Background: an optimization exercise with open tools, aiming at small area and a short achievable clock period. Do not read the settings as production practice.
Only simulation tests tie the RTL to the original design; equivalence was not proved.
The flow treats the clock pin as an ideal source, which a real chip does not have.
Power is estimated from default activity; no workload was simulated.

== the baseline ==
==> flow/design.v <==
module fir_filter (
   input  logic               clk,
   input  logic               rst,
   input  logic signed [15:0] inp,
   output logic signed [39:0] outp
);
   localparam logic [23:0] G_RESET = 24'hFF8000;    
   localparam logic [23:0] G_CONST = 24'hEF0001;
   logic signed [15:0] line [15];
   logic        [23:0] ysum;        
   logic        [16:0] dsum;        
   logic signed [16:0] d;
   logic        [23:0] gs, gc;
   logic        [23:0] ys, yc;
   logic signed [23:0] y;
   logic               ysg;     
   logic               ysg2;    
   logic        [23:0] c23;     
   logic        [3:0]  cnt;     
   logic               v12;     
   logic        [23:0] xo, do16, nlo, gk;
   logic        [23:0] gs1, gc1, gs2, gc2, gs3, gc3;
   logic        [23:0] ys1, yc1, ys2, yc2, ys3, yc3;
   always_comb begin
      xo   = {8'd0, ~inp[15], inp[14:0]};                      
      do16 = {3'd0, ~d[16], d[15:0], 4'd0};                    
      nlo  = {8'd0, line[14][15], ~line[14][14:0]};           
      gk   = G_CONST;
      gs1 = gs ^ gc ^ do16;
      gc1 = ((gs & gc) | (gs & do16) | (gc & do16)) << 1;
      gs2 = gs1 ^ gc1 ^ nlo;
      gc2 = (((gs1 & gc1) | (gs1 & nlo) | (gc1 & nlo)) << 1) | (gk & 24'd1);
      gs3 = gs2 ^ gc2 ^ (xo | (gk & ~24'd1)) ;
      gc3 = ((gs2 & gc2) | (gs2 & (xo | (gk & ~24'd1))) | (gc2 & (xo | (gk & ~24'd1)))) << 1;
      ys1 = ys ^ yc ^ gs;
      yc1 = ((ys & yc) | (ys & gs) | (yc & gs)) << 1;
      ys2 = ys1 ^ yc1 ^ gc;
      yc2 = ((ys1 & yc1) | (ys1 & gc) | (yc1 & gc)) << 1;
      ys3 = ys2 ^ yc2 ^ xo;
      yc3 = ((ys2 & yc2) | (ys2 & xo) | (yc2 & xo)) << 1;
   end
   always_ff @(posedge clk) begin
      line[0] <= inp;
      for (int k = 1; k < 13; k++) line[k] <= line[k-1];
      if (rst) begin
         line[13] <= 16'sd0;
         line[14] <= 16'sd0;
         d        <= 17'sd0;
         gs       <= G_RESET;
         gc       <= 24'd0;
         ys       <= 24'd0;
         yc       <= 24'd0;
         y        <= 24'sd0;
         ysg      <= 1'b0;
         ysg2     <= 1'b0;
         cnt      <= 4'd0;
         v12      <= 1'b0;
      end else begin
         line[13] <= v12 ? line[12] : 16'sd0;
         line[14] <= line[13];
         d        <= dsum;
         gs       <= gs3;
         gc       <= gc3;
         ys       <= ys3;
         yc       <= yc3;
         y        <= ysum;
         ysg      <= ys[23] ^ yc[23] ^ c23[23];
         ysg2     <= ys[23] ^ yc[23] ^ (ys[22:0] > ~yc[22:0]);    
         if (cnt != 4'd15) cnt <= cnt + 4'd1;
         v12      <= (cnt >= 4'd12);
      end
   end
   add_pp #(.W(24)) u_ysum (.a(ys), .b(yc), .ci(1'b0), .s(ysum));
   add_pp #(.W(17)) u_dsum (.a({line[14][15], line[14]}), .b(~{line[13][15], line[13]}), .ci(1'b1), .s(dsum));
   assign c23  = {1'b0, ys[22:0]} + {1'b0, yc[22:0]};
   assign outp = {{6{ysg2}}, {5{ysg}}, {6{y[23]}}, y[22:0]};
endmodule
module add_pp #(
   parameter int W = 24
) (
   input  logic [W-1:0] a,
   input  logic [W-1:0] b,
   input  logic         ci,
   output logic [W-1:0] s
);
   localparam int L = (W > 16) ? 5 : (W > 8) ? 4 : (W > 4) ? 3 : 2;    
   logic [W-1:0] p, g;
   logic [W-1:0] gp [L+1];
   logic [W-1:0] pp [L+1];
   always_comb begin
      p = a ^ b;
      g = a & b;
      gp[0] = g;
      pp[0] = p;
      gp[0][0] = g[0] | (p[0] & ci);
      for (int l = 0; l < L; l++) begin
         gp[l+1] = gp[l];
         pp[l+1] = pp[l];
         for (int i = 0; i < W; i++) begin
            if (((i >> l) & 1) == 1) begin
               gp[l+1][i] = gp[l][i] | (pp[l][i] & gp[l][((i >> l) << l) - 1]);
               pp[l+1][i] = pp[l][i] & pp[l][((i >> l) << l) - 1];
            end
         end
      end
      s[0] = p[0] ^ ci;
      for (int i = 1; i < W; i++) s[i] = p[i] ^ gp[L][i-1];
   end
endmodule
export LEC_CHECK = 0
export CAP_MARGIN = 20
export CORE_MARGIN = 2
export CORE_UTILIZATION = 55
export CTS_BUF_LIST = sky130_fd_sc_hd__clkbuf_16
export CTS_CLUSTER_DIAMETER = 100
export CTS_CLUSTER_SIZE = 30
export SETUP_SLACK_MARGIN = 3.85
export SLEW_MARGIN = 20
create_clock -name core_clock -period 6.0 [get_ports {clk}]
standard.sh (not shown) runs the stock make flow with config.mk's settings and CLKGATE_MAP_FILE= SYNTH_SCRIPT=/design/flow/synth_recipe.tcl, a recipe that flattens the netlist after the stock synthesis.
==> flow/flow/run.sh <==
#!/bin/bash
# The standard layout with four changes:
#  - the netlist from the standard synthesis gets an inverter-removal pass
#    (flow/polarity.py) and has the full adders on carry-propagate paths split
#    into faster gates (flow/faconv.py), and its two carry-propagate adders
#    rebuilt as parallel-prefix adders (flow/cparebuild.py) before
#    floorplanning; registers and
#    ports are untouched, and the result is kept only if Yosys proves it
#    equivalent to the standard netlist
#  - the ports get plain buffers (buf_2) instead of delay cells
#  - timing repair may resize cells across footprints
#  - the clock tree loses its root buffer (flow/cts_flatten.tcl): the clock
#    port drives the middle-level clock buffers directly
set -e
R=orfs/results/sky130hd/fir_filter/base
VARS=(MATCH_CELL_FOOTPRINT=0 "BUFFER_PORTS_ARGS=-buffer_cell sky130_fd_sc_hd__buf_2")
bash standard.sh "${VARS[@]}" synth > synth.log 2>&1
cp $R/1_2_yosys.v before.v
python3 flow/polarity.py before.v pol.v 20000 > polarity.log 2>&1
python3 flow/faconv.py pol.v fa.v >> polarity.log 2>&1
python3 flow/cparebuild.py fa.v after.v >> polarity.log 2>&1
# internal nets of the two netlists must not pair by name: the pass flips some
sed -E 's/\b(_[0-9]{4}_)/\1g/g; s/\b(_pol[0-9]{4}_)/\1g/g; s/\\(dsum|ysum|c23)\[/\\\1g[/g' after.v > after_renamed.v
sed "s#LIBFILE#$FLOW_HOME/platforms/sky130hd/lib/sky130_fd_sc_hd__tt_025C_1v80.lib#" flow/eq.ys > eq.ys
YOSYS=$(command -v yosys || echo /OpenROAD-flow-scripts/tools/install/yosys/bin/yosys)
if "$YOSYS" -q -l eq.log eq.ys > eq_stdout.log 2>&1; then
  echo "equivalence proven, using the pass" >> polarity.log
  cp after.v $R/1_2_yosys.v
  rm -f $R/1_synth.odb $R/1_synth.sdc
else
  echo "equivalence NOT proven, keeping the standard netlist" >> polarity.log
fi
bash standard.sh "${VARS[@]}" cts > cts.log 2>&1
ODB=$R/4_cts.odb openroad -no_init -exit flow/cts_flatten.tcl > cts_flatten.log 2>&1
bash standard.sh "${VARS[@]}" finish > standard.log 2>&1
==> flow/flow/cts_flatten.tcl <==
# Drop the root level of the clock tree: the clock port drives the (two)
# middle-level clock buffers directly, and they drive the leaf buffers. Every
# register still gets the clock through two buffers of the same kind.
read_db $::env(ODB)
set block [ord::get_db_block]
set root [$block findInst clkbuf_0_clk]
if {$root eq "NULL" || $root eq ""} { puts "no root clock buffer"; exit 0 }
set clknet [[$root findITerm A] getNet]
set rootnet [[$root findITerm X] getNet]
set mids {}
foreach it [$rootnet getITerms] {
  set inst [$it getInst]
  if {[$inst getName] eq [$root getName]} continue
  lappend mids $it
}
if {[llength $mids] > 4} { puts "cts_flatten: root drives [llength $mids] cells, left as is"; exit 0 }
foreach it $mids {
  $it disconnect
  $it connect $clknet
}
odb::dbInst_destroy $root
odb::dbNet_destroy $rootnet
puts "cts_flatten: clock port now drives [llength $mids] clock buffers directly"
write_db $::env(ODB)
Other scripts of this flow, unchanged in this note and not shown: flow/flow/cparebuild.py, flow/flow/eq.ys, flow/flow/faconv.py, flow/flow/polarity.py
Both conditions hold for the baseline: the flow ran to the end and the final layout passed the timing, DRC and antenna checks.
[inputs] the candidate vs the baseline
-- flow/flow/run.sh --
<<< the baseline, line 1
#!/bin/bash
# The standard layout with four changes:
#  - the netlist from the standard synthesis gets an inverter-removal pass
>>> the candidate, line 1
#!/bin/bash
# The standard layout with three changes:
#  - the netlist from the standard synthesis gets an inverter-removal pass
<<< the baseline, line 11
#  - timing repair may resize cells across footprints
#  - the clock tree loses its root buffer (flow/cts_flatten.tcl): the clock
#    port drives the middle-level clock buffers directly
set -e
>>> the candidate, line 11
#  - timing repair may resize cells across footprints
set -e
<<< the baseline, line 32
fi
bash standard.sh "${VARS[@]}" cts > cts.log 2>&1
ODB=$R/4_cts.odb openroad -no_init -exit flow/cts_flatten.tcl > cts_flatten.log 2>&1
bash standard.sh "${VARS[@]}" finish > standard.log 2>&1
>>> the candidate, line 30
fi
bash standard.sh "${VARS[@]}" finish > standard.log 2>&1
removed: flow/flow/cts_flatten.tcl
## What came out
Re setup slack: the baseline and the candidate aren't equal, and the higher value belongs to the baseline. The first-pass GRT wire length on the candidate is in line with that on the baseline. The candidate -> the baseline: non-clock buffer count delta 0, exact match. On largest clock skew in the final design, the baseline and the candidate are neck and neck. Changes observed in the candidate relative to the baseline: final instance area +about 0.56%; required time of the worst setup path went down. The category of the critical setup timing path comes out flop to output port in one run and flop to flop in the other, namely in the candidate and the baseline respectively. On cell count, the candidate tracks the baseline almost exactly. Going from the baseline to the candidate, total power after layout moved up, leakage power of the design went up by 0.026 nW. Lower arrival time at the worst endpoint among the baseline and the candidate: the candidate.

-- port drivers added, routing unchanged --
No port has a modelled driver above. Below, the same layouts with a new extraction and two added sets of constraints.
Step 1: set_driving_cell puts a clkbuf_16 on clk and a buf_2 on each other input, an assumption about the parent block.
Step 2 also shifts input and output timing later by t, the mid clock arrival at the registers, as if the neighbouring blocks saw the same clock.
a / b / c = ideal / step 1 / step 2; a / b = the first two.
| run | shift t [ns] | slack for setup (ns) | worst setup path after step 2 |
|---|---|---|---|
| the baseline | 0.444 | 3.860 / 3.860 / 3.779 | input to register |
| the candidate | 0.562 | 3.794 / 3.745 / 3.760 | input to register |
After both steps setup and hold are still met in every run listed. The setup slack of the baseline, which loses most, moves by 0.000 ns with the drivers and by -0.081 ns with both steps.
